What follows belongs to an exercise in optimizing a design on an open flow for small area, a short achievable clock period and few clock cycles per item; a production flow would make more cautious choices. In this exercise RTL edits were held to simulation tests only and were not proved equivalent to the original. Power and IR drop assume default switching activity.

==> design.v <==
package mesh_pkg;
    localparam int WORD_WIDTH = 16;
    localparam int HOP_WIDTH = 4;
    typedef logic [WORD_WIDTH-1:0] word_t;
    typedef logic [HOP_WIDTH-1:0]  hop_t;
    typedef struct packed {
        word_t data;
        hop_t  hops;
    } flit_t;
    localparam logic [1:0] OP_PASS = 2'd0;
    localparam logic [1:0] OP_ADD  = 2'd1;
    localparam logic [1:0] OP_XOR  = 2'd2;
    typedef struct packed {
        logic [1:0] op;
        word_t      operand;
    } node_cfg_t;
endpackage
module mesh_pipe (
    input  logic        add,
    input  logic [15:0] m,
    input  logic [15:0] x,
    output logic [15:0] y
);
    assign y = add ? x + m : x ^ m;
endmodule
module mesh_hop (
    input  logic        clock,
    input  logic        rst,
    input  logic        add0,
    input  logic [15:0] m0,
    input  logic        add1,
    input  logic [15:0] m1,
    input  logic        add2,
    input  logic [15:0] m2,
    input  logic        add3,
    input  logic [15:0] m3,
    input  logic        in_valid,
    input  logic [15:0] in_data,
    output logic        in_credit,
    output logic        out_valid,
    output logic [15:0] out_data,
    input  logic        out_credit
);
    logic        in_v;
    logic [15:0] in_d;
    logic [15:0] w;
    logic [15:0] q [4];
    logic [3:0]  qv;
    logic [3:0]  sink_cnt;    
    logic        pop;
    logic [15:0] a_in, b_in, c_in;
    logic        a_v, b_v, c_v;
    logic [15:0] a_d, b_d, c_d;
    logic        credit_q;
    mesh_pipe u_op0 (.add(add0), .m(m0), .x(in_data), .y(w));
    always_ff @(posedge clock) begin
        in_d <= w;
        if (rst) begin
            in_v <= 1'b0;
        end else begin
            in_v <= in_valid;
        end
    end
    assign pop = qv[0] && (sink_cnt[0] || out_credit);
    always_ff @(posedge clock) begin
        if (rst) begin
            qv       <= '0;
            sink_cnt <= 4'b1111;
            credit_q <= 1'b0;
        end else begin
            case ({in_v, pop})
                2'b10:   qv <= {qv[2:0], 1'b1};
                2'b01:   qv <= {1'b0, qv[3:1]};
                default: qv <= qv;
            endcase
            case ({out_credit, pop})
                2'b10:   sink_cnt <= {sink_cnt[2:0], 1'b1};
                2'b01:   sink_cnt <= {1'b0, sink_cnt[3:1]};
                default: sink_cnt <= sink_cnt;
            endcase
            credit_q <= pop;
        end
    end
    always_ff @(posedge clock) begin
        for (int i = 0; i < 4; i++) begin
            if (pop) begin
                if (in_v && (i == 3 ? qv[3] : (qv[i] && !qv[i+1]))) begin
                    q[i] <= in_d;
                end else if (i < 3) begin
                    q[i] <= q[(i < 3) ? i + 1 : i];
                end
            end else if (in_v && !qv[i] && (i == 0 || qv[(i > 0) ? i - 1 : 0])) begin
                q[i] <= in_d;
            end
        end
    end
    mesh_pipe u_op1 (.add(add1), .m(m1), .x(q[0]), .y(a_in));
    mesh_pipe u_op2 (.add(add2), .m(m2), .x(a_d),  .y(b_in));
    mesh_pipe u_op3 (.add(add3), .m(m3), .x(b_d),  .y(c_in));
    always_ff @(posedge clock) begin
        a_d <= a_in;
        b_d <= b_in;
        c_d <= c_in;
        if (rst) begin
            a_v <= 1'b0;
            b_v <= 1'b0;
            c_v <= 1'b0;
        end else begin
            a_v <= pop;
            b_v <= a_v;
            c_v <= b_v;
        end
    end
    assign out_valid = c_v;
    assign out_data  = c_d;
    assign in_credit = credit_q;
endmodule
module mesh_node (
    input  logic        clock,
    input  logic        load,       
    input  logic        add_in,     
    input  logic [15:0] m_in,       
    output logic        add,
    output logic [15:0] m
);
    always_ff @(posedge clock) begin
        if (load) begin
            add <= add_in;
            m   <= m_in;
        end
    end
endmodule
module mesh_line #(
    parameter int NODE_COUNT = 4
) (
    input  logic                      clock,
    input  logic                      rst,
    input  logic                      fwd_in_valid,
    input  logic [15:0]               fwd_in_data,
    output logic                      fwd_in_credit,
    output logic                      fwd_out_valid,
    output logic [15:0]               fwd_out_data,
    output logic [3:0]                fwd_out_hops,
    input  logic                      fwd_out_credit,
    input  logic                      bwd_in_valid,
    input  logic [15:0]               bwd_in_data,
    output logic                      bwd_in_credit,
    output logic                      bwd_out_valid,
    output logic [15:0]               bwd_out_data,
    output logic [3:0]                bwd_out_hops,
    input  logic                      bwd_out_credit,
    input  logic [NODE_COUNT-1:0]     cfg_wren,
    input  logic [1:0]                cfg_op,
    input  logic [15:0]               cfg_operand
);
    logic        add_in;
    logic [15:0] m_in;
    logic        add0, add1, add2, add3;
    logic [15:0] m0, m1, m2, m3;
    assign add_in = !rst && (cfg_op == mesh_pkg::OP_ADD);
    assign m_in   = (!rst && (cfg_op != mesh_pkg::OP_PASS)) ? cfg_operand : 16'd0;
    mesh_node node0 (.clock(clock), .load(rst || cfg_wren[0]), .add_in(add_in), .m_in(m_in), .add(add0), .m(m0));
    mesh_node node1 (.clock(clock), .load(rst || cfg_wren[1]), .add_in(add_in), .m_in(m_in), .add(add1), .m(m1));
    mesh_node node2 (.clock(clock), .load(rst || cfg_wren[2]), .add_in(add_in), .m_in(m_in), .add(add2), .m(m2));
    mesh_node node3 (.clock(clock), .load(rst || cfg_wren[3]), .add_in(add_in), .m_in(m_in), .add(add3), .m(m3));
    mesh_hop fwd (
        .clock      (clock),
        .rst        (rst),
        .add0       (add0), .m0 (m0),
        .add1       (add1), .m1 (m1),
        .add2       (add2), .m2 (m2),
        .add3       (add3), .m3 (m3),
        .in_valid   (fwd_in_valid),
        .in_data    (fwd_in_data),
        .in_credit  (fwd_in_credit),
        .out_valid  (fwd_out_valid),
        .out_data   (fwd_out_data),
        .out_credit (fwd_out_credit)
    );
    mesh_hop bwd (
        .clock      (clock),
        .rst        (rst),
        .add0       (add3), .m0 (m3),
        .add1       (add2), .m1 (m2),
        .add2       (add1), .m2 (m1),
        .add3       (add0), .m3 (m0),
        .in_valid   (bwd_in_valid),
        .in_data    (bwd_in_data),
        .in_credit  (bwd_in_credit),
        .out_valid  (bwd_out_valid),
        .out_data   (bwd_out_data),
        .out_credit (bwd_out_credit)
    );
    assign fwd_out_hops = 4'(NODE_COUNT);
    assign bwd_out_hops = 4'(NODE_COUNT);
endmodule
==> run.sh <==
#!/bin/bash
# synth_recipe.tcl (not shown) runs the flow's synth.tcl, then flattens the netlist and writes it again
# the make line also repeats each setting of config.mk as NAME=value (left out here)
make -C /OpenROAD-flow-scripts/flow DESIGN_CONFIG=/design/flow/config.mk WORK_HOME=/design/flow/orfs CLKGATE_MAP_FILE= SYNTH_SCRIPT=/design/flow/synth_recipe.tcl finish
==> config.mk <==
export PLATFORM = sky130hd
export DESIGN_NAME = mesh_line
export DESIGN_NICKNAME = mesh_line
export VERILOG_FILES = /design/flow/design.v
export SDC_FILE = /design/flow/constraint.sdc
export NUM_CORES = 4
export LEC_CHECK = 0
export CAP_MARGIN = 20
export CORE_MARGIN = 2
export CORE_UTILIZATION = 55
export PLACE_DENSITY = 0.65
export SETUP_SLACK_MARGIN = 2.2
export SLEW_MARGIN = 20
==> constraint.sdc <==
create_clock -name core_clock -period 4.5 [get_ports {clock}]
set_input_delay 0.9000 -clock core_clock [delete_from_list [all_inputs] [get_ports {clock}]]
set_output_delay 0.9000 -clock core_clock [all_outputs]
set_load 0.01 [all_outputs]
==> impl_results.md, run 1 <==
* Vias in the first global route at 10900
* Clock Tree Root: clkbuf_16
* Final worst setup slack at 2.16 ns
* Total Wirelength at 40600 um
* Arrival @ worst endpoint at 2.72 ns
* Most frequent cells in the layout: edfxtp_1, dfxtp_1, nand2_1
* Seq cells post-synth at 348
* Post-synthesis mux area share at 0.0770
* PortBufs at 95
* Initial antenna violation count at 0
* Worst-case clock buffer depth at 3
* Synthesis Warnings at 4
* Count of pins over their slew limit at 0
* Design Area, Final at 0.0202 mm^2
* Clock Skews at 0.0136 ns
* WP data required at 4.89 ns
* Seq/Total Area, Yosys at 0.530
* Remaining DRCs at 0
* Total GRT Usage at 0.251
* Die area at 0.0320 mm^2
* Yosys top cell area share at 0.350
* First-pass GRT wire length at 60800 um
* Simple-gate area share of the yosys netlist at 0.0930
* Rel. slew slack at 0.501
* Finished Core Util at 0.666
* Most common cell after layout, fill and taps aside: edfxtp_1
* Crit path max fanout at 3
* Core Rows at 64
* Post-CTS Hold Buffers at 0
* Combinational family with the most area after synthesis: compound AO/OA/AOI/OAI gates
* Largest delay contributor family on the critical path: compound AO/OA/AOI/OAI gates
* Hold WC Path Type: flop to flop
* Setup violations, final at 0
* Layout cells sized above 1 at 0.190
* Max incr delay on CP at 0.47 ns
* Post-synth EDFFs at 196
* Starting Density at 0.555
* H-tree levels at 2
* Drt wl/cell at 20.8 um
* Worst Hold Slack at 0.435 ns
* Post-DP HPWL at 29300 um
* Synthesized area per cell at 11.9 um^2
* Compound-gate portion of the synthesized area at 0.120
* Crit. End Element: flop
* Post-placement cell area at 0.0182 mm^2
* DRT Pass-1 Iters at 5
* Cell count after synthesis at 1416
* Die Wd at 179 um
* TNS Setup at 0 ns
* Largest cells by area after synthesis: edfxtp_1, dfxtp_1, ha_1, mux2_2, xnor2_1
* Setup WS pre-CTS at 1.37 ns
* Comb pwr share at 0.321
* Final Cycle Share at 0.519
* FFs w/ async S/R, synth at 0
* Adder and majority cell fraction of the synthesized area at 0.102
* XOR/XNOR Fraction of Synth Area at 0.0593
* CTS Buf Count at 39
* Flop pwr share at 0.406
* RSZ-0062 raised after global routing: yes
* Chip height at 179 um
* # Max-Cap Violations at 0
* Detailed Route Iter0 Violations at 1048
* CTS tree: yes
* Maximum clock rate at 0.428 GHz
* Synth Cell Area at 0.0168 mm^2
* Crit path buf inv count at 0
* Clock sinks at 348
* Int Power at 7.91 mW
* IO Pins at 104
* CP startpoint kind: flop
* CP Class: flop to flop
* Leak Pwr at 7.75 nW
* Leading area contributor after synthesis: edfxtp_1
* Routability cong. at 0.909
* Slowest cell on crit path: edfxtp_1
* Maximum vdd drop at 0.363 mV
* Status: no timing/DRC/antenna violations
* Skew-Pair Late Insertion Delay at 0.52 ns
* GR Overflow Total at 0
* Post-synth cell types at 68
* Placeable Area at 0.0303 mm^2
* Vias at 11500
* Period minus WS final at 2.34 ns
* Ys flop type: edfxtp_1
* Final Hold Vio Count at 0
* Via density at 5.89
* Clock Power Share at 0.273
* Largest net degree at the start of global routing at 30
* Slew @ Worst Pin at 0.747 ns
* Antenna diodes at 0
* PD cells at 577 mW/mm^2
* Post-route ant nets at 0
* Largest registers: bwd.q (64), fwd.q (64)
* Switching part of the total at 0.322
* Fin nets at 1722
* Sw Pwr at 3.75 mW
* P&R area growth vs syn at 20.1%
* CP Cell Sequence: ha_1 > o21ai_1 > o32ai_2 > a31oi_1 > o41ai_2 > xnor2_1
* CTS clk-pin slew, worst paths at 0.06 ns
## worst paths after layout
kind / start / endpoint / slack (ns) / depth (start not counted)
setup reg to reg: bwd.q[0][2] / bwd.a_d[15] / 2.16 / 6
setup / recovery: bwd.q[0][2] / bwd.a_d[15] / 2.16 / 6
hold / removal: fwd.b_v / fwd.c_v / 0.43 / 1
hold reg to reg: fwd.b_v / fwd.c_v / 0.43 / 1
## metal layers
metal	part of all wire	track usage	vias up
li1	-	-	5493
met1	0.47	0.366	5646
met2	0.45	0.386	330
met3	0.061	0.0450	61
met4	0.021	0.0623	0
met5	0	0	-
## cell type report
type,instances,area (um^2)
repair buffers,120,1200
fillers,2294,10100
multi-input cells,1005,8250
flip-flops and latches,348,8930
inverters,16,63.8
well taps,396,495
clock buffers,53,1050
clock inverters,19,229
## cells in the mapped netlist (4+ instances only)
cell type and number:
edfxtp_1 196, dfxtp_1 152, ha_1 124, nand2_1 124, mux2_2 108, a21oi_1 98
nor2_1 67, o21ai_0 63, xnor2_1 63, xor2_1 51, clkbuf_1 31, nand3_1 29
and2_1 28, a211oi_1 17, nand4_1 16, and3_1 14, o211ai_1 14, o22ai_1 14
inv_1 13, buf_4 12, a32oi_1 11, nor2b_1 11, a31oi_1 10, nand2b_1 10
a22oi_1 8, buf_2 8, fa_1 8, mux2i_1 8, o21ai_2 8, nor3_1 7
or2_2 6, nor3b_1 5, o21a_1 5, o32ai_2 5, a311oi_1 4, nand3b_1 4
nor4_1 4, o21ai_1 4, o31ai_1 4, o32ai_1 4
## logic make-up after synthesis
logic type                 count (synthesis)
AOI/OAI and AO/OA                        304
muxes                                    116
other                                      2
xor gates and xnor gates                 114
buffers and inverters                     69
DFF                                      348
adders and majority gates                132
and+or+nand+nor                          331
## stage by stage
step                      total power [mW]  cells
after floorplan                       7.10   1422
after global placement                8.23   1866
after detailed placement              8.28   1866
after CTS                             11.6   1950
after global routing                  12.3   1957
final                                 11.7   1957
## power groups by stage
stage                     clock (mW)  combinational [mW]  sequential (mW)
after floorplan                    0                2.48             4.63
after global placement             0                3.44             4.79
after detailed placement           0                3.48             4.79
after CTS                       3.24                3.60             4.74
after global routing            3.38                4.12             4.80
final                           3.19                3.74             4.74
## repair_timing
| action | in CTS | in global routing |
|---|---|---|
| setup buffers | 12 | 7 |
| endpoints found under the setup margin | 183 | 118 |
| endpoints found under the hold margin | 0 | 0 |
| gates resized for setup | 43 | 88 |
| pin swaps | 16 | 22 |
Testbench counts, summed over its fixed seeds: cycles 3,704, words 6,144.
==> run 2, diff against run 1 <==
--- a/config.mk
+++ b/config.mk
@@ -11,3 +11,3 @@
 export PLACE_DENSITY = 0.65
-export SETUP_SLACK_MARGIN = 2.2
+export SETUP_SLACK_MARGIN = 2.8
 export SLEW_MARGIN = 20
==> run 2 against run 1 <==
Against the previous run: register-to-register slack improved by 0.15 ns; sequential power up 1%; hold slack better by 0.0073 ns; global-route usage rose by 3.3 points; setup slack gained 0.15 ns; die area did not move; sequential cell count unchanged; non-clock buffer count rose by 137; utilization up 11 points; clock skew up 0.011 ns; critical path type unchanged; largest power group is now combinational logic.
==> impl_results.md, run 2 <==
* Most frequent cells in the layout: edfxtp_1, dfxtp_1, buf_4
* CTS clk-pin slew, worst paths at 0.06 ns
* Arrival @ worst endpoint at 2.58 ns
* Leak Pwr at 9.12 nW
* Largest net degree at the start of global routing at 18
* Routability cong. at 0.862
* PortBufs at 95
* Most common cell after layout, fill and taps aside: edfxtp_1
* CTS tree: yes
* Fin nets at 1864
* Maximum vdd drop at 0.370 mV
* PD cells at 554 mW/mm^2
* Final Cycle Share at 0.485
* Largest registers: bwd.q (64), fwd.q (64)
* # Max-Cap Violations at 0
* DRT Pass-1 Iters at 5
* Drt wl/cell at 21.9 um
* Vias at 12300
* Post-synth cell types at 68
* Remaining DRCs at 0
* FF/Latch Area at 0.00895 mm^2
* Hold WC Path Type: flop to flop
* RSZ-0062 raised after global routing: yes
* Final Hold Vio Count at 0
* Count of pins over their slew limit at 0
* Starting Density at 0.555
* Rel. slew slack at 0.443
* Via density at 5.85
* Multi-input logic area at 0.0103 mm^2
* CTS Buf Count at 39
* TNS Setup at 0 ns
* Vias in the first global route at 12200
* Placed Instances at 1863
* Fillers at 1864
* First-pass GRT wire length at 68900 um
* Chip height at 179 um
* Cell count after synthesis at 1416
* Post-synth top cells: edfxtp_1, dfxtp_1, ha_1, nand2_1, mux2_2
* H-tree levels at 2
* Clock Tree Root: clkbuf_16
* Post-synth EDFFs at 196
* Status: no timing/DRC/antenna violations
* Post-CTS Hold Buffers at 0
* Detailed Route Iter0 Violations at 1085
* Total Wirelength at 46000 um
* Synthesis Warnings at 4
* WP data required at 4.90 ns
* Core Rows at 64
* Clock sinks at 348
* Slew @ Worst Pin at 0.835 ns
* Synth Cell Area at 0.0168 mm^2
* Seq/Total Area, Yosys at 0.530
* Clock Skews at 0.0245 ns
* Antenna diodes at 0
* Crit path max fanout at 3
* CP Class: flop to flop
* Layout cells sized above 1 at 0.392
* Maximum clock rate at 0.458 GHz
* Initial antenna violation count at 0
* Period minus WS final at 2.18 ns
* Most common cell in the synthesized netlist: edfxtp_1
* Ys flop type: edfxtp_1
* Post-DP HPWL at 30000 um
* Post-route ant nets at 0
* Yosys top cell area share at 0.350
* FFs w/ async S/R, synth at 0
* Synthesized area per cell at 11.9 um^2
* P&R area growth vs syn at 39.6%
* Setup violations, final at 0
* IO Pins at 104
* Skew-Pair Late Insertion Delay at 0.54 ns
* Die Wd at 179 um
* Crit. End Element: flop
* Seq cells post-synth at 348
* Non-filler cells, final at 2097
* Placeable Area at 0.0303 mm^2
* Leading area contributor after synthesis: edfxtp_1
* Total GRT Usage at 0.284
* Worst-case clock buffer depth at 3
* Die area at 0.0320 mm^2
* CP startpoint kind: flop
* GR Overflow Total at 0
* Largest cells by area after synthesis: edfxtp_1, dfxtp_1, ha_1, mux2_2, xnor2_1
[run 2: layout make-up]
class / count / area share
multi-input combinational: 1010 / 0.438
sequential: 348 / 0.381
timing repair buffer: 257 / 0.103
clock buffer: 55 / 0.0450
tap: 396 / 0.0211
clock inverter: 15 / 0.00883
inverter: 16 / 0.00314
[run 2: timing repair]
item	CTS	global route
cloned	8	0
hold endpoints to repair	0	0
buffers inserted	115	41
resized for setup	415	102
setup endpoints to repair	510	300
pin swaps	136	91
[run 2: cells by family after synthesis]
logic type	count (synthesis)	synth area share
compound gates	304	0.120
xor+xnor	114	0.0593
fa+ha+maj	132	0.102
buf+inv	69	0.0189
flops	348	0.530
mux	116	0.0770
other cells	2	0.000446
simple gates	331	0.0930
[run 2: layer usage]
metal  share of wire  up-vias  global-route usage
met5               0        -                   0
met4           0.027        0              0.0837
met3           0.060       88              0.0505
met2            0.46      365               0.447
met1            0.45     6046               0.401
li1                -     5773                   -
[run 2: worst paths after layout]
| check | startpoint | endpoint | depth (start not counted) | slack (ns) |
|---|---|---|---|---|
| setup / recovery | node2.m[0] | fwd.b_d[14] | 8 | 2.32 |
| hold / removal | bwd.b_v | bwd.c_v | 1 | 0.44 |
| setup reg to reg | node2.m[0] | fwd.b_d[14] | 8 | 2.32 |
| hold reg to reg | bwd.b_v | bwd.c_v | 1 | 0.44 |
[run 2: power breakdown]
part | switching [mW] | internal [mW]
combinational | 2.53 | 2.51
sequential | 0.520 | 4.28
clock | 1.30 | 1.88
[run 2: through the flow]
step                      instance area, um^2  power [mW]  hold WS (ns)  utilization  worst slack, ns
after detailed placement                19200        8.73         0.432        0.633             1.42
after global routing                    23500        13.7         0.461        0.775             2.24
after CTS                               22700        12.6         0.449        0.749             2.35
after global placement                  19200        8.68         0.415        0.633             1.52
after floorplan                         18100        7.56         0.414            -             2.07
final                                   23500        13.0         0.442        0.775             2.32
[run 2: worst max-delay path, cell delays in order (launching register included)]
cell      delay [ns]
edfxtp_1        0.44
ha_4            0.21
fa_2            0.40
a211oi_4        0.32
nor3b_4         0.10
buf_4           0.16
a32oi_1         0.17
nand2_1         0.10
xor2_1          0.16
==> run 3, diff against run 2 <==
--- a/config.mk
+++ b/config.mk
@@ -9,5 +9,4 @@
 export CORE_MARGIN = 2
-export CORE_UTILIZATION = 55
-export PLACE_DENSITY = 0.65
-export SETUP_SLACK_MARGIN = 2.8
+export CORE_UTILIZATION = 40
+export PLACE_DENSITY = 0.6
 export SLEW_MARGIN = 20
==> run 3 against run 2 <==
Against the previous run: still clean on timing, DRC and antenna; first-iteration DRC count shrank 11%; setup slack lost 0.45 ns; non-clock buffer count shrank 152; combinational power shrank 28%; cell count shrank 0.57%; register-to-register slack lost 0.45 ns; hold slack gained 0.0021 ns; clock-buffer cell count shrank 5; wire length shrank 12%; clock power is essentially flat.
==> impl_results.md, run 3 <==
* Adder and majority cell fraction of the synthesized area at 0.102
* # Max-Cap Violations at 0
* Most common cell in the synthesized netlist: edfxtp_1
* Crit. path cell count at 5
* Postcts setup bufs at 0
* Post-route ant nets at 0
* Detailed Route Iter0 Violations at 961
* Vias at 11400
* Ys flop type: edfxtp_1
* CP Class: flop to flop
* Post-synth EDFFs at 196
* First-pass GRT wire length at 62600 um
* Hold WC Path Type: flop to flop
* PD cells at 586 mW/mm^2
* Total GRT Usage at 0.184
* Period minus WS final at 2.63 ns
* Leading area contributor after synthesis: edfxtp_1
* P&R area growth vs syn at 16.4%
* Fin nets at 1708
* Reg2reg setup slack at 1.87 ns
* Slew @ Worst Pin at 1.02 ns
* Setup violations, final at 0
* Simple-gate area share of the yosys netlist at 0.0930
* Met2 GRT Util at 0.279
* CTS Buf Count at 40
* H-tree levels at 2
* Yosys top cell area share at 0.350
* Skew-Pair Late Insertion Delay at 0.55 ns
* Maximum vdd drop at 0.232 mV
* Synthesis Warnings at 4
* Finished Core Util at 0.469
* WP data required at 4.96 ns
* Status: no timing/DRC/antenna violations
* Crit. End Element: flop
* Leak Pwr at 7.37 nW
* Largest cells by area after synthesis: edfxtp_1, dfxtp_1, ha_1, mux2_2, xnor2_1
* Remaining DRCs at 0
* Largest net degree at the start of global routing at 30
* Die Wd at 209 um
* Max incr delay on CP at 0.87 ns
* Layout cells sized above 1 at 0.134
* Die area at 0.0438 mm^2
* Chip height at 209 um
* Post-synth cell types at 68
* Drt wl/cell at 19.5 um
* Seq cells post-synth at 348
* Met3 Use GR at 0.0362
* Vias in the first global route at 10900
* Largest delay contributor family on the critical path: simple AND/OR/NAND/NOR gates
* Post-DP HPWL at 30300 um
* PortBufs at 95
* Most frequent cells in the layout: edfxtp_1, dfxtp_1, nand2_1, ha_1, mux2_2
* Initial antenna violation count at 0
* Clock Skews at 0.0197 ns
* Starting Density at 0.403
* Hold path depth at 1
* Cell count after synthesis at 1416
* Routability cong. at 0.869
* Resized Gates After CTS at 0
* TNS Setup at 0 ns
* Post-synthesis mux area share at 0.0770
* Clock Tree Root: clkbuf_16
* Post-CTS Hold Buffers at 0
* Crit path buf inv count at 0
* Rel. slew slack at 0.320
* Count of pins over their slew limit at 0
* Compound-gate portion of the synthesized area at 0.120
* XOR/XNOR Fraction of Synth Area at 0.0593
* CP startpoint kind: flop
* Maximum clock rate at 0.380 GHz
* Placeable Area at 0.0418 mm^2
* Total Wirelength at 40600 um
* CTS tree: yes
* Slowest cell on crit path: nor3b_1
* Seq/Total Area, Yosys at 0.530
* Synth Cell Area at 0.0168 mm^2
* Antenna diodes at 0
* RSZ-0062 raised after global routing: no
* Final Cycle Share at 0.585
* Largest registers: bwd.q (64), fwd.q (64)
* Synthesized area per cell at 11.9 um^2
* Crit path max fanout at 22
* Combinational family with the most area after synthesis: compound AO/OA/AOI/OAI gates
* GR Overflow Total at 0
* Worst-case clock buffer depth at 3
* FFs w/ async S/R, synth at 0
* Arrival @ worst endpoint at 3.09 ns
* Post-synth top cells: edfxtp_1, dfxtp_1, ha_1, nand2_1, mux2_2
* CTS clk-pin slew, worst paths at 0.06 ns
* R2R depth at 5
* Final Hold Vio Count at 0
* Most common cell after layout, fill and taps aside: edfxtp_1
* CP Cell Sequence: o21ai_0 > nor3b_1 > a31o_2 > a211oi_1 > a311oi_1
* Met1 GRT Util at 0.271
* GR peak layer: met2
* Core Rows at 75
* Clock sinks at 348
* DRT Pass-1 Iters at 7
* Via density at 5.44
* IO Pins at 104
-- run 3: cell counts after synthesis --
No cell type changed its count.
-- run 3: worst paths after layout --
path	from	to
hold / removal	fwd.b_v	fwd.c_v
setup / recovery	node2.add	fwd.b_d[12]
hold reg to reg	fwd.b_v	fwd.c_v
setup reg to reg	node2.add	fwd.b_d[12]
-- run 3: cells by family after synthesis --
kind of cell	Yosys count
flip-flops	348
multiplexers	116
adder cells (fa/ha/maj)	132
other	2
buffers and inverters	69
XOR/XNOR	114
AO/OA/AOI/OAI	304
AND/OR/NAND/NOR	331
-- run 3: cell type report --
cell class                      count  area, um^2
Sequential cell                   348        8930
Tap cell                          539         674
Clock inverter                     22         199
Multi-Input combinational cell   1005        7620
Inverter                           16        60.1
Timing Repair Buffer              105        1030
Fill cell                        3758       22200
Clock buffer                       50        1090
-- run 3: power breakdown --
group	switching, mW	internal (mW)
clock	1.31	1.89
combinational	1.99	1.62
sequential	0.397	4.27
total	3.70	7.78
-- run 3: through the flow --
stage	hold slack [ns]	power, mW	cells	worst slack, ns	instance area, um^2
after floorplan	0.414	7.09	1422	1.98	16900
after global placement	0.427	8.30	2013	1.39	18300
after detailed placement	0.429	8.34	2013	1.33	18300
after CTS	0.449	11.6	2085	1.92	19600
after global routing	0.462	12.1	2085	1.73	19600
final	0.444	11.5	2085	1.87	19600
-- run 3: worst reg2reg max path, stage by stage, from the launching register on --
cell	delay (ns)
edfxtp_1	0.86
o21ai_0	0.26
nor3b_1	0.87
a31o_2	0.30
a211oi_1	0.05
a311oi_1	0.21
-- run 3: metal layers --
| layer | vias up | part of all wire |
|---|---|---|
| met5 | - | 0 |
| met4 | 0 | 0.019 |
| met3 | 54 | 0.067 |
| met2 | 342 | 0.44 |
| met1 | 5486 | 0.47 |
| li1 | 5468 | - |
==> run 4, diff against run 3 <==
--- a/config.mk
+++ b/config.mk
@@ -9,4 +9,5 @@
 export CORE_MARGIN = 2
-export CORE_UTILIZATION = 40
-export PLACE_DENSITY = 0.6
+export CORE_UTILIZATION = 70
+export PLACE_DENSITY = 0.8
+export SETUP_SLACK_MARGIN = 2.2
 export SLEW_MARGIN = 20
==> run 4 against run 3 <==
Against the previous run: still clean on timing, DRC and antenna; cell count is 9.8% lower; sequential share of layout area shrank 1.1 points; setup slack gained 0.32 ns; sequential power rose by 3%; combinational power grew 6.4%; synthesized cell count is the same; clock power fell by 2%; utilization grew 38 points; design area rose by 2.4%; non-clock buffer count grew 19; global-route usage grew 15 points; highest routed layer unchanged.
==> impl_results.md, run 4 <==
* Status: no timing/DRC/antenna violations
* H-tree levels at 2
* CTS clk-pin slew, worst paths at 0.06 ns
* Fin nets at 1724
* Total GRT Usage at 0.332
* Design Area, Final at 0.0201 mm^2
* Most common cell in the synthesized netlist: edfxtp_1
* Setup violations, final at 0
* # Max-Cap Violations at 0
* Setup WS pre-CTS at 1.38 ns
* Crit path max fanout at 4
* Non-filler cells, final at 1881
* Drt wl/cell at 24.1 um
* Largest cells by area after synthesis: edfxtp_1, dfxtp_1, ha_1, mux2_2, xnor2_1
* DRT Pass-1 Iters at 6
* PD cells at 588 mW/mm^2
* Skew-Pair Late Insertion Delay at 0.53 ns
* Initial antenna violation count at 1
* WP data required at 4.93 ns
* Largest registers: bwd.q (64), fwd.q (64)
* Seq cells post-synth at 348
* CTS tree: yes
* Clock sinks at 348
* Finished Core Util at 0.853
* Post-route ant nets at 0
* Crit. End Element: flop
* CTS Buf Count at 37
* Slew @ Worst Pin at 0.800 ns
* Layout cells sized above 1 at 0.192
* Vias at 12300
* TNS Setup at 0 ns
* Most frequent cells in the layout: edfxtp_1, dfxtp_1, nand2_1
* Placeable Area at 0.0235 mm^2
* Die area at 0.0253 mm^2
* Detailed Route Iter0 Violations at 1335
* Placed Instances at 1787
* Die Wd at 159 um
* Final Hold Vio Count at 0
* Worst Hold Slack at 0.465 ns
* Post-synth top cells: edfxtp_1, dfxtp_1, ha_1, nand2_1, mux2_2
* CP Class: input pin to flop
* Post-CTS Hold Buffers at 0
* Comb pwr share at 0.326
* RSZ-0062 raised after global routing: yes
* Vias in the first global route at 11800
* P&R area growth vs syn at 19.2%
* Ys flop type: edfxtp_1
* Maximum clock rate at 0.433 GHz
* Post-synth cell types at 68
* Arrival @ worst endpoint at 2.74 ns
* Synth Cell Area at 0.0168 mm^2
* Chip height at 159 um
* Core Rows at 56
* Leak Pwr at 7.69 nW
* Clock Skews at 0.0129 ns
* Final Cycle Share at 0.513
* First-pass GRT wire length at 65200 um
* Sw Pwr at 3.95 mW
* Hold WC Path Type: flop to flop
* Starting Density at 0.715
* IO Pins at 104
* Total Wirelength at 45200 um
* Synthesis Warnings at 4
* Post-synth EDFFs at 196
* Synthesized area per cell at 11.9 um^2
* Rel. slew slack at 0.465
* Seq/Total Area, Yosys at 0.530
* Leading area contributor after synthesis: edfxtp_1
* Yosys top cell area share at 0.350
* Via density at 6.52
* GR Overflow Total at 0
* Final worst setup slack at 2.19 ns
* Largest net degree at the start of global routing at 31
* Period minus WS final at 2.31 ns
* Remaining DRCs at 0
* Flop pwr share at 0.406
* Power Total at 11.8 mW
* Int Power at 7.85 mW
* Switching part of the total at 0.335
* PortBufs at 95
* Clock Tree Root: clkbuf_16
* Post-placement cell area at 0.0180 mm^2
* Maximum vdd drop at 0.534 mV
* Worst-case clock buffer depth at 3
* CP startpoint kind: input pin
* Post-DP HPWL at 29300 um
* FFs w/ async S/R, synth at 0
* Clock Power Share at 0.267
* Routability cong. at 0.957
* Cell count after synthesis at 1416
* Count of pins over their slew limit at 0
* Most common cell after layout, fill and taps aside: edfxtp_1
## run 4: critical path: stages
cell and delay [ns]:
clkdlybuf4s50_1 0.45, ha_4 0.31, nand2_1 0.09, o32ai_4 0.38, nand4_1 0.17, nor2b_1 0.19, o311ai_1 0.26
## run 4: layout make-up
cell class                 count  area, um^2
tap                          319         399
inverter                      16        67.6
clock inverter                21         244
clock buffer                  47        1010
antenna                        1        2.50
sequential                   348        8930
fill                        1196        3470
timing repair buffer         124        1210
multi-input combinational   1005        8210
## run 4: cell families (layout without fill, tap and decap cells)
logic type	after synthesis	count (layout)	share of synthesized area
flops	348	348	0.530
mux	116	116	0.0770
compound gates	304	304	0.120
buf+inv	69	208	0.0189
other cells	2	9	0.000446
xor+xnor	114	114	0.0593
fa+ha+maj	132	132	0.102
simple gates	331	331	0.0930
## run 4: final timing paths
path	cells after the start	slack (ns)	from	to
worst max-delay path	7	2.19	fwd_in_data[4]	fwd.in_d[13]
worst min-delay path	1	0.46	bwd.a_d[0]	bwd.b_d[0]
worst max register to register	7	2.25	node2.m[0]	bwd.a_d[12]
worst min register to register	1	0.46	bwd.a_d[0]	bwd.b_d[0]
## run 4: power groups by stage
stage / clock [mW] / sequential (mW) / combinational [mW]
floorplan: 0 / 4.63 / 2.48
global placement: 0 / 4.79 / 3.38
detailed placement: 0 / 4.81 / 3.47
CTS: 3.14 / 4.76 / 3.59
global route: 3.28 / 4.84 / 4.17
finish: 3.15 / 4.79 / 3.85
## run 4: repair_timing
item,CTS,global route
setup endpoints to repair,168,163
pin swaps,12,19
buffers inserted,10,15
resized for setup,39,85
## run 4: layer usage
layer | up-vias | global-route usage | wire length, um
li1 | 5498 | - | -
met5 | - | 0 | 0
met3 | 109 | 0.0886 | 4200
met1 | 5981 | 0.453 | 18400
met4 | 0 | 0.114 | 1370
met2 | 676 | 0.520 | 21300
==> run 5, diff against run 4 <==
--- a/config.mk
+++ b/config.mk
@@ -10,2 +10,4 @@
 export CORE_UTILIZATION = 70
+export CTS_CLUSTER_DIAMETER = 80
+export CTS_CLUSTER_SIZE = 24
 export PLACE_DENSITY = 0.8
==> run 5 against run 4 <==
Against the previous run: synthesized cell count unchanged; via count decreased by 4.2%; combinational power decreased by 4%; fmax decreased by 0.56%; setup slack got worse by 0.013 ns; critical path depth unchanged; hold slack got worse by 0.011 ns; largest power group unchanged.
==> impl_results.md, run 5 <==
* CTS Buf Count at 18
* Worst-case clock buffer depth at 3
* Arrival @ worst endpoint at 2.78 ns
* Worst r2r dst: bwd.c_d[12]
* Int Power at 6.69 mW
* Reg2reg setup slack at 2.24 ns
* Max layer used: met5
* # Max-Cap Violations at 0
* Placeable Area at 0.0235 mm^2
* PD cells at 535 mW/mm^2
* Post-DP HPWL at 29300 um
* Comb pwr share at 0.361
* Crit path max fanout at 7
* Metal2 WL at 18800 um
* Most frequent cells in the layout: edfxtp_1, dfxtp_1, nand2_1
* CP startpoint kind: input pin
* DRT Pass-1 Iters at 7
* Die Wd at 159 um
* Clock sinks at 348
* Post-route ant nets at 0
* Total Wirelength at 41000 um
* Met3 WL at 3220 um
* FFs w/ async S/R, synth at 0
* Vias in the first global route at 11200
* Core Rows at 56
* GR Overflow Total at 0
* Rel. slew slack at 0.497
* Critical path origin: bwd_in_data[10]
* Hold path depth at 1
* Seq cells post-synth at 348
* Maximum vdd drop at 0.370 mV
* Fin nets at 1696
* DRT met1 WL at 17800 um
* CP Class: input pin to flop
* Count of pins over their slew limit at 0
* Most common cell after layout, fill and taps aside: edfxtp_1
* Seq/Total Area, Yosys at 0.530
* Period minus WS final at 2.32 ns
* Post-synth cell types at 68
* Largest registers: bwd.q (64), fwd.q (64)
* Antenna diodes at 0
* Initial antenna violation count at 1
* Layout cells sized above 1 at 0.156
* Final Cycle Share at 0.516
* Clock Tree Root: clkbuf_16
* Die area at 0.0253 mm^2
* Status: no timing/DRC/antenna violations
* Flop pwr share at 0.464
* Remaining DRCs at 0
* Starting Density at 0.715
* Capture point of the worst path: bwd.in_d[15]
* Vias at 11800
* Clock Skews at 0.0427 ns
* Largest net degree at the start of global routing at 31
* Detailed Route Iter0 Violations at 1198
* First-pass GRT wire length at 61900 um
* P&R area growth vs syn at 13.6%
* Synthesis Warnings at 4
* RSZ-0062 raised after global routing: yes
* WP data required at 4.95 ns
* TNS Setup at 0 ns
* Crit. End Element: flop
* Clock Power Share at 0.175
* Setup violations, final at 0
* Total GRT Usage at 0.312
* PortBufs at 95
* CTS tree: yes
* R2R depth at 7
* Skew-Pair Late Insertion Delay at 0.56 ns
* Chip height at 159 um
* Post-placement cell area at 0.0180 mm^2
* Most common cell in the synthesized netlist: edfxtp_1
* Fillers at 1398
* Non-filler cells, final at 1835
* CTS clk-pin slew, worst paths at 0.10 ns
* Largest cells by area after synthesis: edfxtp_1, dfxtp_1, ha_1, mux2_2, xnor2_1
* Placed Instances at 1787
* H-tree levels at 1
* Leak Pwr at 7.38 nW
* Synthesized area per cell at 11.9 um^2
* Sw Pwr at 3.54 mW
* Synth Cell Area at 0.0168 mm^2
* Routability cong. at 0.957
* Cell count after synthesis at 1416
* Worst R2R Start: node0.m[0]
* IO Pins at 104
* Hold WC Path Type: flop to flop
* Ys flop type: edfxtp_1
* Slew @ Worst Pin at 0.753 ns
* Post-synth top cells: edfxtp_1, dfxtp_1, ha_1, nand2_1, mux2_2
* Via density at 6.40
* Leading area contributor after synthesis: edfxtp_1
* Post-CTS Hold Buffers at 0
* Maximum clock rate at 0.430 GHz
* Final Hold Vio Count at 0
* Design Area, Final at 0.0191 mm^2
* Post-synth EDFFs at 196
* Switching part of the total at 0.346
* Yosys top cell area share at 0.350
* Drt wl/cell at 22.3 um
==> run 5: cell counts after synthesis <==
Identical to the previous run, type by type.
==> run 5: worst min path at each step <==
stage | start | to | slack (ns)
floorplan | bwd.b_v | bwd.c_v | 0.41
global placement | bwd.b_v | bwd.c_v | 0.42
detailed placement | bwd.b_v | bwd.c_v | 0.43
CTS | bwd.b_v | bwd.c_v | 0.45
global route | bwd.b_v | bwd.c_v | 0.46
finish | bwd.b_v | bwd.c_v | 0.45
==> run 5: layer usage <==
metal	vias up	track usage
li1	5412	-
met5	-	0
met1	5751	0.463
met2	518	0.486
met4	2	0.0851
met3	69	0.0461
==> run 5: final cells by class <==
| type | count | area (um^2) | share of cell area |
|---|---|---|---|
| Tap cell | 319 | 399 | 0.0209 |
| Sequential cell | 348 | 8930 | 0.467 |
| Timing Repair Buffer | 115 | 1170 | 0.0610 |
| Clock buffer | 28 | 488 | 0.0255 |
| Inverter | 16 | 65.1 | 0.00340 |
| Clock inverter | 4 | 47.5 | 0.00249 |
| Multi-Input combinational cell | 1005 | 8030 | 0.420 |
==> run 5: timing repair <==
action | CTS | global route
buffers inserted | 10 | 6
setup endpoints to repair | 171 | 173
hold endpoints to repair | 0 | 0
gates resized for setup | 34 | 74
pin swaps | 7 | 14
==> run 5: logic make-up after synthesis <==
kind of cell / after synthesis / synth area share
flops: 348 / 0.530
xor+xnor: 114 / 0.0593
simple gates: 331 / 0.0930
mux: 116 / 0.0770
buf+inv: 69 / 0.0189
fa+ha+maj: 132 / 0.102
compound gates: 304 / 0.120
other cells: 2 / 0.000446
==> run 5: power groups by stage <==
stage,Sequential (mW),Combinational [mW],Clock [mW]
floorplan,4.63,2.48,0
global placement,4.79,3.38,0
detailed placement,4.81,3.47,0
CTS,4.74,3.56,1.80
global route,4.80,4.03,1.91
finish,4.75,3.69,1.80
==> run 5: stage by stage <==
stage / hold WS, ns / worst slack [ns] / util / power, mW
floorplan: 0.414 / 2.07 / - / 7.10
finish: 0.454 / 2.18 / 0.812 / 10.2
global route: 0.461 / 2.11 / 0.812 / 10.7
detailed placement: 0.429 / 1.38 / 0.766 / 8.28
CTS: 0.453 / 2.16 / 0.797 / 10.1
global placement: 0.419 / 1.49 / 0.766 / 8.17
==> run 5: critical path: stages <==
cell and delay [ns]:
clkdlybuf4s50_1 0.42, ha_1 0.42, a21oi_1 0.32, o21ai_0 0.15, a21oi_1 0.17, o211ai_1 0.12
xnor2_1 0.27
==> run 6, diff against run 5 <==
--- a/config.mk
+++ b/config.mk
@@ -9,6 +9,6 @@
 export CORE_MARGIN = 2
-export CORE_UTILIZATION = 70
-export CTS_CLUSTER_DIAMETER = 80
-export CTS_CLUSTER_SIZE = 24
-export PLACE_DENSITY = 0.8
+export CORE_UTILIZATION = 55
+export CTS_CLUSTER_DIAMETER = 100
+export CTS_CLUSTER_SIZE = 30
+export PLACE_DENSITY = 0.65
 export SETUP_SLACK_MARGIN = 2.2
==> run 6 against run 5 <==
Against the previous run: global-route usage shrank 6.8 points; largest power group unchanged; clock-buffer cell count down 6; first-iteration DRC count decreased by 14%; combinational power about the same; largest cell class unchanged; still clean.
==> impl_results.md, run 6 <==
* Total Wirelength at 39500 um
* Most frequent cells in the layout: edfxtp_1, dfxtp_1, nand2_1
* CP startpoint kind: input pin
* Core Rows at 64
* Hold WC Path Type: flop to flop
* Post-synth cell types at 68
* # Max-Cap Violations at 0
* P&R area growth vs syn at 14.4%
* FFs w/ async S/R, synth at 0
* Most common cell in the synthesized netlist: edfxtp_1
* Final Hold Vio Count at 0
* Switching part of the total at 0.343
* Cell count after synthesis at 1416
* Starting Density at 0.555
* GR Overflow Total at 0
* Setup WS pre-CTS at 1.37 ns
* H-tree levels at 1
* Antenna diodes at 0
* Leak Pwr at 7.33 nW
* Comb pwr share at 0.362
* Crit. End Element: flop
* Post-CTS Hold Buffers at 0
* Vias in the first global route at 10500
* DRT Pass-1 Iters at 5
* Skew-Pair Late Insertion Delay at 0.53 ns
* Chip height at 179 um
* Rel. slew slack at 0.496
* Die area at 0.0320 mm^2
* Maximum clock rate at 0.437 GHz
* Yosys top cell area share at 0.350
* CTS Buf Count at 16
* Fillers at 2391
* Largest registers: bwd.q (64), fwd.q (64)
* Maximum vdd drop at 0.293 mV
* Initial antenna violation count at 0
* Seq cells post-synth at 348
* Post-synth EDFFs at 196
* Crit path max fanout at 6
* Drt wl/cell at 20.7 um
* FF/Latch Area at 0.00893 mm^2
* Fin nets at 1694
* Placeable Area at 0.0303 mm^2
* Routability cong. at 0.909
* Detailed Route Iter0 Violations at 1027
* WHS Endpoint: fwd.c_v
* Sw Pwr at 3.46 mW
* RSZ-0062 raised after global routing: yes
* Count of pins over their slew limit at 0
* CP Class: input pin to flop
* Multi-input logic area at 0.00815 mm^2
* Synthesis Warnings at 4
* Worst r2r dst: fwd.b_d[12]
* Int Power at 6.64 mW
* Largest cells by area after synthesis: edfxtp_1, dfxtp_1, ha_1, mux2_2, xnor2_1
* Seq/Total Area, Yosys at 0.530
* Slew @ Worst Pin at 0.754 ns
* Post-route ant nets at 0
* TNS Setup at 0 ns
* Final Cycle Share at 0.508
* Period minus WS final at 2.29 ns
* Die Wd at 179 um
* Clock Tree Root: clkbuf_16
* Vias at 11300
* Worst-case clock buffer depth at 3
* Post-synth top cells: edfxtp_1, dfxtp_1, ha_1, nand2_1, mux2_2
* CTS tree: yes
* Reg2reg setup slack at 2.24 ns
* PortBufs at 95
* Hold path depth at 1
* Layout cells sized above 1 at 0.164
* PD cells at 524 mW/mm^2
* Worst R2R Start: node2.m[0]
* Largest net degree at the start of global routing at 32
* Arrival @ worst endpoint at 2.73 ns
* Clock Skews at 0.0142 ns
* Worst Hold Slack at 0.447 ns
* Setup violations, final at 0
* IO Pins at 104
* Remaining DRCs at 0
* CTS clk-pin slew, worst paths at 0.11 ns
* Synthesized area per cell at 11.9 um^2
* Ys flop type: edfxtp_1
* WP data required at 4.94 ns
* HP Start: fwd.b_v
* Clock sinks at 348
* Final worst setup slack at 2.21 ns
* Status: no timing/DRC/antenna violations
* Total GRT Usage at 0.244
* First-pass GRT wire length at 59400 um
* Clock Power Share at 0.171
* Flop pwr share at 0.467
* Most common cell after layout, fill and taps aside: edfxtp_1
* Synth Cell Area at 0.0168 mm^2
* R2R depth at 7
* Leading area contributor after synthesis: edfxtp_1
* Post-DP HPWL at 29300 um
* Via density at 5.91
[run 6: what timing repair did]
item	4_1_cts	5_1_grt
gates cloned	0	0
pin swaps	14	16
endpoints found under the setup margin	169	119
buffers inserted	8	6
resized for setup	53	74
[run 6: cell families after synthesis]
group                    Yosys count  share of synthesized area
multiplexers                     116                     0.0770
AO/OA/AOI/OAI                    304                      0.120
flip-flops                       348                      0.530
buffers and inverters             69                     0.0189
adder cells (fa/ha/maj)          132                      0.102
other                              2                   0.000446
AND/OR/NAND/NOR                  331                     0.0930
XOR/XNOR                         114                     0.0593
[run 6: per-layer routing]
| layer | GRT usage | part of all wire | up-vias |
|---|---|---|---|
| met5 | 0 | 0 | - |
| met4 | 0.0562 | 0.020 | 0 |
| met3 | 0.0390 | 0.056 | 47 |
| met2 | 0.376 | 0.45 | 289 |
| met1 | 0.362 | 0.48 | 5528 |
| li1 | - | - | 5410 |
[run 6: final cells by class]
type                            instances  area share
Sequential cell                       348       0.463
Inverter                               16     0.00325
Clock inverter                          5     0.00286
Timing Repair Buffer                  115      0.0590
Tap cell                              396      0.0257
Clock buffer                           22      0.0231
Multi-Input combinational cell       1005       0.423
[run 6: how the worst max path moves through the flow]
stage                         from           end  slack, ns  cells past startpoint
floorplan           fwd_in_data[0]  fwd.in_d[12]       2.07                      7
CTS                     node3.m[0]   fwd.c_d[14]       2.15                      7
global route            node1.m[0]   bwd.b_d[12]       2.14                      7
detailed placement  bwd_out_credit   bwd.q[0][5]       1.37                      5
global placement    bwd_out_credit   bwd.q[0][2]       1.45                      5
finish              bwd_in_data[4]  bwd.in_d[13]       2.21                      7
[run 6: per-stage QoR]
stage	util	area (um^2)	std cells	total power, mW
after floorplan	-	16900	1422	7.10
final	0.635	19300	1907	10.1
after detailed placement	0.598	18200	1866	8.28
after CTS	0.622	18900	1901	10.0
after global routing	0.635	19300	1907	10.7
after global placement	0.598	18200	1866	8.23
[run 6: power by group through the flow]
stage	combinational (mW)	sequential, mW	clock, mW
after global routing	4.04	4.78	1.89
after global placement	3.44	4.79	0
after CTS	3.54	4.72	1.78
final	3.66	4.71	1.73
after floorplan	2.48	4.63	0
after detailed placement	3.48	4.79	0
[run 6: worst max-delay path, stage by stage]
cell and delay [ns]:
clkdlybuf4s50_1 0.45, ha_4 0.33, nand2_1 0.14, o32ai_4 0.28, a32oi_2 0.21, o31ai_2 0.22, xor2_1 0.20
==> run 7, diff against run 6 <==
==> flow/run.sh (new file) <==
#!/bin/bash
# The standard layout, with two changes to how it is made:
#  - the buffer that every input and output port gets is a plain buf_2
#    (the default pick is a slow delay cell);
#  - clock tree synthesis clusters more sinks per buffer and adds no dummy loads.
# Each tool's full output stays in orfs/logs; make's own output goes to standard.log.
set -euo pipefail
export BUFFER_PORTS_ARGS="-buffer_cell sky130_fd_sc_hd__buf_2"
export CTS_ARGS="-sink_clustering_enable -repair_clock_nets -sink_clustering_size 30 -sink_clustering_max_diameter 100 -dont_use_dummy_load"
bash standard.sh > standard.log 2>&1
==> standard.sh (new file) <==
#!/bin/bash
# synth_recipe.tcl (not shown) runs the flow's synth.tcl, then flattens the netlist and writes it again
# the make line also repeats each setting of config.mk as NAME=value (left out here)
make -C /OpenROAD-flow-scripts/flow DESIGN_CONFIG=/design/flow/config.mk WORK_HOME=/design/flow/orfs CLKGATE_MAP_FILE= SYNTH_SCRIPT=/design/flow/synth_recipe.tcl "${@:-finish}"
--- a/config.mk
+++ b/config.mk
@@ -10,6 +10,4 @@
 export CORE_UTILIZATION = 55
-export CTS_CLUSTER_DIAMETER = 100
-export CTS_CLUSTER_SIZE = 30
 export PLACE_DENSITY = 0.65
-export SETUP_SLACK_MARGIN = 2.2
+export SETUP_SLACK_MARGIN = 2.5
 export SLEW_MARGIN = 20
removed: run.sh
==> run 7 against run 6 <==
Against the previous run: clock skew grew 0.058 ns; synthesized area unchanged; critical path type is now flop to flop; die area is the same; sequential cell count unchanged; first-iteration DRC count decreased by 7.5%; still clean on timing, DRC and antenna; synthesized cell count stayed put.
==> impl_results.md, run 7 <==
* Die area at 0.0320 mm^2
* Synthesized area per cell at 11.9 um^2
* Detailed Route Iter0 Violations at 950
* Synthesis Warnings at 4
* Period minus WS final at 2.23 ns
* Rel. slew slack at 0.412
* Maximum vdd drop at 0.316 mV
* Clock sinks at 348
* RSZ-0062 raised after global routing: yes
* Clock Skews at 0.0718 ns
* Placeable Area at 0.0303 mm^2
* FFs w/ async S/R, synth at 0
* Most common cell in the synthesized netlist: edfxtp_1
* Post-placement cell area at 0.0183 mm^2
* Largest registers: bwd.q (64), fwd.q (64)
* Most frequent cells in the layout: edfxtp_1, dfxtp_1, nand2_1
* Arrival @ worst endpoint at 2.59 ns
* Seq cells post-synth at 348
* Synth Cell Area at 0.0168 mm^2
* Cell count after synthesis at 1416
* Core Rows at 64
* Drt wl/cell at 21.2 um
* CTS tree: yes
* R2R depth at 8
* Starting Density at 0.555
* Worst Hold Slack at 0.447 ns
* Most common cell after layout, fill and taps aside: edfxtp_1
* Post-CTS Hold Buffers at 0
* Total Wirelength at 41900 um
* Hold WC Path Type: flop to flop
* Post-synth EDFFs at 196
* Total GRT Usage at 0.254
* Status: no timing/DRC/antenna violations
* IO Pins at 104
* HP Start: fwd.b_v
* Post-synth top cells: edfxtp_1, dfxtp_1, ha_1, nand2_1, mux2_2
* Final worst setup slack at 2.27 ns
* Setup WS pre-CTS at 1.77 ns
* Fin nets at 1775
* Worst r2r dst: bwd.b_d[8]
* Chip height at 179 um
* Worst R2R Start: node1.m[1]
* Final Hold Vio Count at 0
* Maximum clock rate at 0.449 GHz
* Crit path max fanout at 3
* Design Area, Final at 0.0208 mm^2
* CP Class: flop to flop
* Yosys top cell area share at 0.350
* Leading area contributor after synthesis: edfxtp_1
* Via density at 5.85
* Vias at 11600
* Clock Tree Root: clkbuf_16
* Crit. End Element: flop
* PD cells at 520 mW/mm^2
* Largest cells by area after synthesis: edfxtp_1, dfxtp_1, ha_1, mux2_2, xnor2_1
* Leak Pwr at 7.98 nW
* Count of pins over their slew limit at 0
* Die Wd at 179 um
* Initial antenna violation count at 3
* Slew @ Worst Pin at 0.880 ns
* Seq/Total Area, Yosys at 0.530
* Post-synth cell types at 68
* Reg2reg setup slack at 2.27 ns
* Largest net degree at the start of global routing at 31
* H-tree levels at 1
* CP startpoint kind: flop
* WHS Endpoint: fwd.c_v
* Worst-case clock buffer depth at 3
* Setup violations, final at 0
* Remaining DRCs at 0
* PortBufs at 95
* Routability cong. at 0.869
* WP data required at 4.87 ns
* Final Cycle Share at 0.495
* P&R area growth vs syn at 23.3%
* DRT Pass-1 Iters at 5
* TNS Setup at 0 ns
* CTS Buf Count at 16
* Hold path depth at 1
* Post-route ant nets at 0
* First-pass GRT wire length at 61900 um
* # Max-Cap Violations at 0
* Layout cells sized above 1 at 0.332
* Ys flop type: edfxtp_1
* CTS clk-pin slew, worst paths at 0.11 ns
* Post-DP HPWL at 30200 um
* GR Overflow Total at 0
* Vias in the first global route at 10800
* Skew-Pair Late Insertion Delay at 0.54 ns
## run 7: cell counts after synthesis
Identical to the previous run, type by type.
## run 7: power breakdown
group / total (mW) / internal [mW] / leakage, nW / switching [mW]
Clock: 1.58 / 0.644 / 0.197 / 0.934
Combinational: 4.47 / 2.11 / 4.58 / 2.36
Sequential: 4.76 / 4.26 / 3.20 / 0.500
Total: 10.8 / 7.01 / 7.98 / 3.79
## run 7: how the worst max path moves through the flow
stage	from	endpoint	cells after the start
floorplan	fwd_in_data[0]	fwd.in_d[12]	7
global placement	fwd_in_data[0]	fwd.in_d[12]	8
detailed placement	fwd_in_data[0]	fwd.in_d[12]	8
CTS	fwd.q[0][4]	fwd.a_d[13]	6
global route	node1.m[1]	bwd.b_d[12]	8
finish	node1.m[1]	bwd.b_d[8]	8
## run 7: logic make-up after synthesis
family / Yosys count / share of synthesized area
compound gates: 304 / 0.120
flops: 348 / 0.530
other cells: 2 / 0.000446
simple gates: 331 / 0.0930
buf+inv: 69 / 0.0189
xor+xnor: 114 / 0.0593
fa+ha+maj: 132 / 0.102
mux: 116 / 0.0770
## run 7: cell type report
type                            count  area [um^2]
Multi-Input combinational cell   1005         9550
Fill cell                        2227         9590
Sequential cell                   348         8930
Tap cell                          396          495
Timing Repair Buffer              196         1320
Inverter                           16         70.1
Antenna cell                        2         5.00
Clock buffer                       16          400
## run 7: worst max-delay path, cell delays in order, from the launching register on
cell and delay, ns:
edfxtp_1 0.43, buf_6 0.16, buf_6 0.11, fa_2 0.39, a21oi_4 0.19, o21ai_0 0.12
a21oi_1 0.26, nor4_1 0.08, a311o_1 0.33
## run 7: layer usage
metal | vias to the layer above | wire length, um | track usage
li1 | 5557 | - | -
met1 | 5663 | 19600 | 0.377
met2 | 308 | 19000 | 0.394
met3 | 54 | 2230 | 0.0339
met4 | 2 | 1030 | 0.0586
met5 | - | 13 | 0.00321
## run 7: what timing repair did
action,4_1_cts,5_1_grt
endpoints found under the setup margin,78,98
setup buffers,59,38
gates resized for setup,122,95
pin swaps,74,70
## run 7: stage by stage
| step | util | std cells | total power, mW |
|---|---|---|---|
| after detailed placement | 0.604 | 1864 | 8.36 |
| after global routing | 0.684 | 1977 | 11.4 |
| after floorplan | - | 1422 | 7.36 |
| after CTS | 0.657 | 1939 | 10.4 |
| after global placement | 0.604 | 1864 | 8.32 |
| final | 0.684 | 1979 | 10.8 |
==> run 8, diff against run 7 <==
--- a/config.mk
+++ b/config.mk
@@ -10,4 +10,6 @@
 export CORE_UTILIZATION = 55
+export CTS_CLUSTER_DIAMETER = 100
+export CTS_CLUSTER_SIZE = 30
 export PLACE_DENSITY = 0.65
-export SETUP_SLACK_MARGIN = 2.5
+export SETUP_SLACK_MARGIN = 2.2
 export SLEW_MARGIN = 20
==> run 8 against run 7 <==
Against the previous run: sequential share of layout area is 5.6 points higher; largest cell class is now registers; design area fell by 11%; combinational power fell by 22%; critical endpoint is now bwd.b_d[11]; register-to-register slack got worse by 0.05 ns; synthesized area did not move; non-clock buffer count is 84 lower; clock skew is 0.0070 ns lower; fmax fell by 2.1%.
==> impl_results.md, run 8 <==
* Status: no timing/DRC/antenna violations
* Ys flop type: edfxtp_1
* Post-DP HPWL at 29500 um
* Reg2reg setup slack at 2.22 ns
* Capture point of the worst path: bwd.b_d[11]
* Crit. End Element: flop
* Count of pins over their slew limit at 0
* Max incr delay on CP at 0.50 ns
* Final Hold Vio Count at 0
* # Max-Cap Violations at 0
* Synthesized area per cell at 11.9 um^2
* Hold WC Path Type: flop to flop
* Clock Tree Root: clkbuf_16
* Seq/Total Area, Yosys at 0.530
* CTS tree: yes
* Clock Skews at 0.0648 ns
* Via density at 5.91
* Largest net degree at the start of global routing at 31
* FFs w/ async S/R, synth at 0
* Post-CTS Hold Buffers at 0
* Largest registers: bwd.q (64), fwd.q (64)
* Slew @ Worst Pin at 1.01 ns
* CTS clk-pin slew, worst paths at 0.11 ns
* Remaining DRCs at 0
* CP Class: flop to flop
* PD cells at 533 mW/mm^2
* Most common cell in the synthesized netlist: edfxtp_1
* Skew-Pair Late Insertion Delay at 0.53 ns
* Synthesis Warnings at 4
* Die Wd at 179 um
* Vias at 11200
* RSZ-0062 raised after global routing: yes
* GR Overflow Total at 0
* Vias in the first global route at 10600
* Critical path origin: node1.m[1]
* Comb pwr share at 0.356
* Post-synth cell types at 68
* Maximum clock rate at 0.439 GHz
* Total Wirelength at 39900 um
* Arrival @ worst endpoint at 2.66 ns
* Starting Density at 0.555
* Core Rows at 64
* Routability cong. at 0.881
* Clock sinks at 348
* Post-synth top cells: edfxtp_1, dfxtp_1, ha_1, nand2_1, mux2_2
* Clock Power Share at 0.161
* Post-synth EDFFs at 196
* First-pass GRT wire length at 60500 um
* Worst Hold Slack at 0.448 ns
* Final worst setup slack at 2.22 ns
* Slowest cell on crit path: edfxtp_1
* Crit path buf inv count at 0
* Int Power at 6.41 mW
* Largest cells by area after synthesis: edfxtp_1, dfxtp_1, ha_1, mux2_2, xnor2_1
* Detailed Route Iter0 Violations at 877
* Period minus WS final at 2.28 ns
* CP startpoint kind: flop
* R2R depth at 6
* Worst-case clock buffer depth at 3
* Chip height at 179 um
* Final Cycle Share at 0.506
* Sw Pwr at 3.38 mW
* Initial antenna violation count at 5
* Setup WS pre-CTS at 1.67 ns
* Most common cell after layout, fill and taps aside: edfxtp_1
* Rel. slew slack at 0.327
* Largest delay contributor family on the critical path: compound AO/OA/AOI/OAI gates
* Worst r2r dst: bwd.b_d[11]
* Most frequent cells in the layout: edfxtp_1, dfxtp_1, nand2_1
* CP Cell Sequence: ha_1 > a211oi_2 > o32ai_2 > a41oi_1 > o22ai_1 > xor2_1
* IO Pins at 104
* Seq cells post-synth at 348
* Fin nets at 1691
* Leak Pwr at 7.03 nW
* Leading area contributor after synthesis: edfxtp_1
* Total GRT Usage at 0.249
* Worst R2R Start: node1.m[1]
* Post-placement cell area at 0.0177 mm^2
* WP data required at 4.88 ns
* HP Start: bwd.b_v
* Crit path max fanout at 4
* CTS Buf Count at 16
* Maximum vdd drop at 0.325 mV
* Flop pwr share at 0.483
* Post-route ant nets at 0
* Design Area, Final at 0.0184 mm^2
* Placeable Area at 0.0303 mm^2
* Setup violations, final at 0
* TNS Setup at 0 ns
* Layout cells sized above 1 at 0.206
* Crit. path cell count at 6
* Drt wl/cell at 21.0 um
* Cell count after synthesis at 1416
* Power Total at 9.79 mW
* Switching part of the total at 0.345
* H-tree levels at 1
* P&R area growth vs syn at 9.15%
* Die area at 0.0320 mm^2
* PortBufs at 95
* Synth Cell Area at 0.0168 mm^2
* DRT Pass-1 Iters at 5
* Yosys top cell area share at 0.350
[run 8: cell counts after synthesis]
No cell type changed its count.
[run 8: cells by family after synthesis]
group	count (synthesis)	share of synthesized area
buffers and inverters	69	0.0189
AOI/OAI and AO/OA	304	0.120
other	2	0.000446
xor gates and xnor gates	114	0.0593
DFF	348	0.530
and+or+nand+nor	331	0.0930
muxes	116	0.0770
adders and majority gates	132	0.102
[run 8: final cells by class]
cell class / count / area [um^2]
multi-input cells: 1005 / 7890
clock buffers: 16 / 400
fillers: 2516 / 12000
well taps: 396 / 495
flip-flops and latches: 348 / 8930
diodes: 3 / 7.51
repair buffers: 112 / 603
inverters: 16 / 60.1
[run 8: power by group through the flow]
stage	sequential, mW	combinational [mW]	clock [mW]
6_report	4.73	3.48	1.58
5_1_grt	4.80	3.87	1.73
4_1_cts	4.74	3.35	1.63
3_5_place_dp	4.81	3.28	0
3_3_place_gp	4.80	3.25	0
2_1_floorplan	4.63	2.48	0
[run 8: what timing repair did]
item,CTS,global route
setup endpoints to repair,24,50
pin swaps,1,9
gates resized for setup,7,33
setup buffers,4,10
[run 8: metal layers]
layer / GRT usage / vias to the layer above / share of wire
met5: 0 / - / 0.00058
met4: 0.0535 / 4 / 0.022
met3: 0.0331 / 50 / 0.053
met2: 0.384 / 291 / 0.45
met1: 0.375 / 5458 / 0.48
li1: - / 5400 / -
[run 8: stage by stage]
stage	std cells	utilization
detailed placement	1863	0.582
global route	1895	0.606
finish	1896	0.606
global placement	1863	0.582
CTS	1883	0.597
floorplan	1422	-
[run 8: worst min-delay path by stage]
stage / to / cells after the start / slack [ns]
2_1_floorplan: bwd.c_v / 1 / 0.41
3_3_place_gp: fwd.c_v / 1 / 0.42
3_5_place_dp: fwd.c_v / 1 / 0.43
4_1_cts: bwd.c_v / 1 / 0.46
5_1_grt: bwd.c_v / 1 / 0.47
6_report: bwd.c_v / 1 / 0.45
==> run 9, diff against run 8 <==
--- a/config.mk
+++ b/config.mk
@@ -9,6 +9,4 @@
 export CORE_MARGIN = 2
-export CORE_UTILIZATION = 55
-export CTS_CLUSTER_DIAMETER = 100
-export CTS_CLUSTER_SIZE = 30
-export PLACE_DENSITY = 0.65
+export CORE_UTILIZATION = 70
+export PLACE_DENSITY = 0.8
 export SETUP_SLACK_MARGIN = 2.2
==> run 9 against run 8 <==
Against the previous run: setup slack lost 0.027 ns; fmax shrank 1.2%; sequential power is essentially flat; wire length shrank 4.6%; global-route usage grew 4.6 points; utilization grew 17 points; sequential share of layout area grew 0.48 points; synthesized cell count is the same; critical endpoint is now fwd.c_d[14]; largest power group unchanged.
==> impl_results.md, run 9 <==
* Most frequent cells in the layout: edfxtp_1, dfxtp_1, ha_1
* CTS tree: yes
* Most common cell in the synthesized netlist: edfxtp_1
* Crit path buf inv count at 0
* Largest delay contributor family on the critical path: compound AO/OA/AOI/OAI gates
* Worst-case clock buffer depth at 3
* PD cells at 531 mW/mm^2
* CP Class: flop to flop
* Vias in the first global route at 10800
* Layout cells sized above 1 at 0.202
* RSZ-0062 raised after global routing: yes
* GR Overflow Total at 0
* CP Cell Sequence: ha_1 > fa_1 > a211oi_2 > o32ai_2 > a32oi_2 > o21ai_0 > xor2_1
* Ys flop type: edfxtp_1
* Routability cong. at 0.948
* Post-synth EDFFs at 196
* Fillers at 1551
* Total Wirelength at 38000 um
* Post-synth top cells: edfxtp_1, dfxtp_1, ha_1, nand2_1, mux2_2
* DRT Pass-1 Iters at 7
* WHS Endpoint: fwd.c_v
* Clock Tree Root: clkbuf_16
* Slew @ Worst Pin at 1.04 ns
* Clock Skews at 0.0331 ns
* Vias at 11500
* Leading area contributor after synthesis: edfxtp_1
* Largest cells by area after synthesis: edfxtp_1, dfxtp_1, ha_1, mux2_2, xnor2_1
* Total GRT Usage at 0.295
* Synthesis Warnings at 4
* Yosys top cell area share at 0.350
* Switching part of the total at 0.343
* Leak Pwr at 7.01 nW
* Core Rows at 56
* Hold WC Path Type: flop to flop
* Worst r2r dst: fwd.c_d[14]
* Fin nets at 1690
* Flop pwr share at 0.488
* Clock Power Share at 0.155
* Skew-Pair Late Insertion Delay at 0.51 ns
* Maximum clock rate at 0.434 GHz
* HP Start: fwd.b_v
* Starting Density at 0.715
* P&R area growth vs syn at 8.08%
* Arrival @ worst endpoint at 2.68 ns
* Placeable Area at 0.0235 mm^2
* Post-route ant nets at 0
* Post-DP HPWL at 28200 um
* Largest registers: bwd.q (64), fwd.q (64)
* PortBufs at 95
* Slowest cell on crit path: edfxtp_1
* Design Area, Final at 0.0182 mm^2
* Via density at 6.35
* Drt wl/cell at 21.0 um
* CP startpoint kind: flop
* R2R depth at 7
* Sw Pwr at 3.31 mW
* Cell count after synthesis at 1416
* # Max-Cap Violations at 0
* Remaining DRCs at 0
* Synth Cell Area at 0.0168 mm^2
* Seq/Total Area, Yosys at 0.530
* Maximum vdd drop at 0.404 mV
* Reg2reg setup slack at 2.20 ns
* Post-synth cell types at 68
* CTS clk-pin slew, worst paths at 0.10 ns
* WP data required at 4.88 ns
* Synthesized area per cell at 11.9 um^2
* Final Hold Vio Count at 0
* Detailed Route Iter0 Violations at 1179
* Setup violations, final at 0
* Most common cell after layout, fill and taps aside: edfxtp_1
* Chip height at 159 um
* Rel. slew slack at 0.303
* H-tree levels at 1
* Crit. End Element: flop
* Hold path depth at 1
* Die Wd at 159 um
* Period minus WS final at 2.30 ns
* Status: no timing/DRC/antenna violations
* Comb pwr share at 0.357
* CTS Buf Count at 15
* Final Cycle Share at 0.512
* Count of pins over their slew limit at 0
* Worst R2R Start: node3.m[0]
* Die area at 0.0253 mm^2
* TNS Setup at 0 ns
* Seq cells post-synth at 348
* FFs w/ async S/R, synth at 0
* Int Power at 6.36 mW
* IO Pins at 104
* Largest net degree at the start of global routing at 31
* Clock sinks at 348
* Max incr delay on CP at 0.42 ns
* Post-placement cell area at 0.0176 mm^2
* First-pass GRT wire length at 58900 um
* Crit path max fanout at 3
* Worst Hold Slack at 0.444 ns
* Initial antenna violation count at 3
-- run 9: cell type report --
class | instances | area, um^2 | share of cell area
Clock buffer | 15 | 375 | 0.0206
Antenna cell | 1 | 2.50 | 0.000137
Inverter | 16 | 60.1 | 0.00330
Sequential cell | 348 | 8930 | 0.491
Timing Repair Buffer | 112 | 603 | 0.0331
Multi-Input combinational cell | 1005 | 7830 | 0.430
Tap cell | 319 | 399 | 0.0219
-- run 9: power groups by stage --
stage	logic [mW]	registers (mW)	clock network, mW
floorplan	2.48	4.63	0
CTS	3.33	4.72	1.52
finish	3.45	4.72	1.50
detailed placement	3.27	4.79	0
global placement	3.19	4.78	0
global route	3.82	4.78	1.62
-- run 9: logic make-up (layout without fill, tap and decap cells) --
logic type	after synthesis	count (layout)	share of synthesized area
DFF	348	348	0.530
and+or+nand+nor	331	331	0.0930
AOI/OAI and AO/OA	304	304	0.120
adders and majority gates	132	132	0.102
muxes	116	116	0.0770
xor gates and xnor gates	114	114	0.0593
buffers and inverters	69	143	0.0189
other	2	9	0.000446
-- run 9: timing repair --
item / 4_1_cts / 5_1_grt
pin swaps: 0 / 6
hold buffers: 0 / 0
setup endpoints to repair: 13 / 59
buffers inserted: 5 / 8
hold endpoints to repair: 0 / 0
gates resized for setup: 5 / 24
-- run 9: layer usage --
| layer | GRT usage | vias to the layer above | wire length (um) |
|---|---|---|---|
| met5 | 0 | - | 27 |
| met4 | 0.0686 | 4 | 795 |
| met3 | 0.0406 | 59 | 2820 |
| met2 | 0.458 | 461 | 17000 |
| met1 | 0.447 | 5619 | 17400 |
| li1 | - | 5390 | - |
-- run 9: worst max-delay path by stage --
stage / from / to / slack (ns) / cells after the start
2_1_floorplan: fwd_in_data[0] / fwd.in_d[12] / 2.07 / 7
3_3_place_gp: bwd_out_credit / bwd.q[0][3] / 1.83 / 5
3_5_place_dp: bwd_out_credit / bwd.q[0][5] / 1.70 / 5
4_1_cts: node3.m[0] / fwd.c_d[14] / 2.10 / 7
5_1_grt: node3.m[0] / fwd.c_d[14] / 2.12 / 7
6_report: node3.m[0] / fwd.c_d[14] / 2.20 / 7
-- run 9: stage by stage --
stage | total power [mW] | cells | utilization | setup WS, ns
floorplan | 7.10 | 1422 | - | 2.07
global placement | 7.97 | 1787 | 0.746 | 1.83
detailed placement | 8.06 | 1787 | 0.746 | 1.70
CTS | 9.57 | 1807 | 0.765 | 2.10
global route | 10.2 | 1816 | 0.773 | 2.12
finish | 9.67 | 1816 | 0.773 | 2.20

==> static timing again, ports no longer ideal <==
In the flow no input, the clock included, has a driving cell. The finished layouts below were timed again as built, in two steps.
Step 1 assumes that a clkbuf_16 drives the clock port and a buf_2 every other input.
Step 2, shift: input delay + t, output delay - t, t = (earliest + latest rising clock arrival at the registers) / 2. This alone moves slack from input paths to output paths.
a / b / c = ideal / step 1 / step 2; a / b = the first two.
run | shift t [ns] | setup WS [ns]
run 1 | 0.571 | 2.164 / 2.164 / 1.651
run 2 | 0.581 | 2.316 / 2.316 / 1.810
run 3 | 0.597 | 1.867 / 1.867 / 1.311
run 4 | 0.576 | 2.189 / 2.169 / 1.644
run 5 | 0.584 | 2.176 / 2.185 / 1.617
run 6 | 0.571 | 2.213 / 2.241 / 1.670
run 7 | 0.551 | 2.270 / 2.270 / 1.870
run 8 | 0.549 | 2.222 / 2.222 / 1.830
run 9 | 0.544 | 2.195 / 2.195 / 1.839
After both steps setup and hold are still met in every run listed.
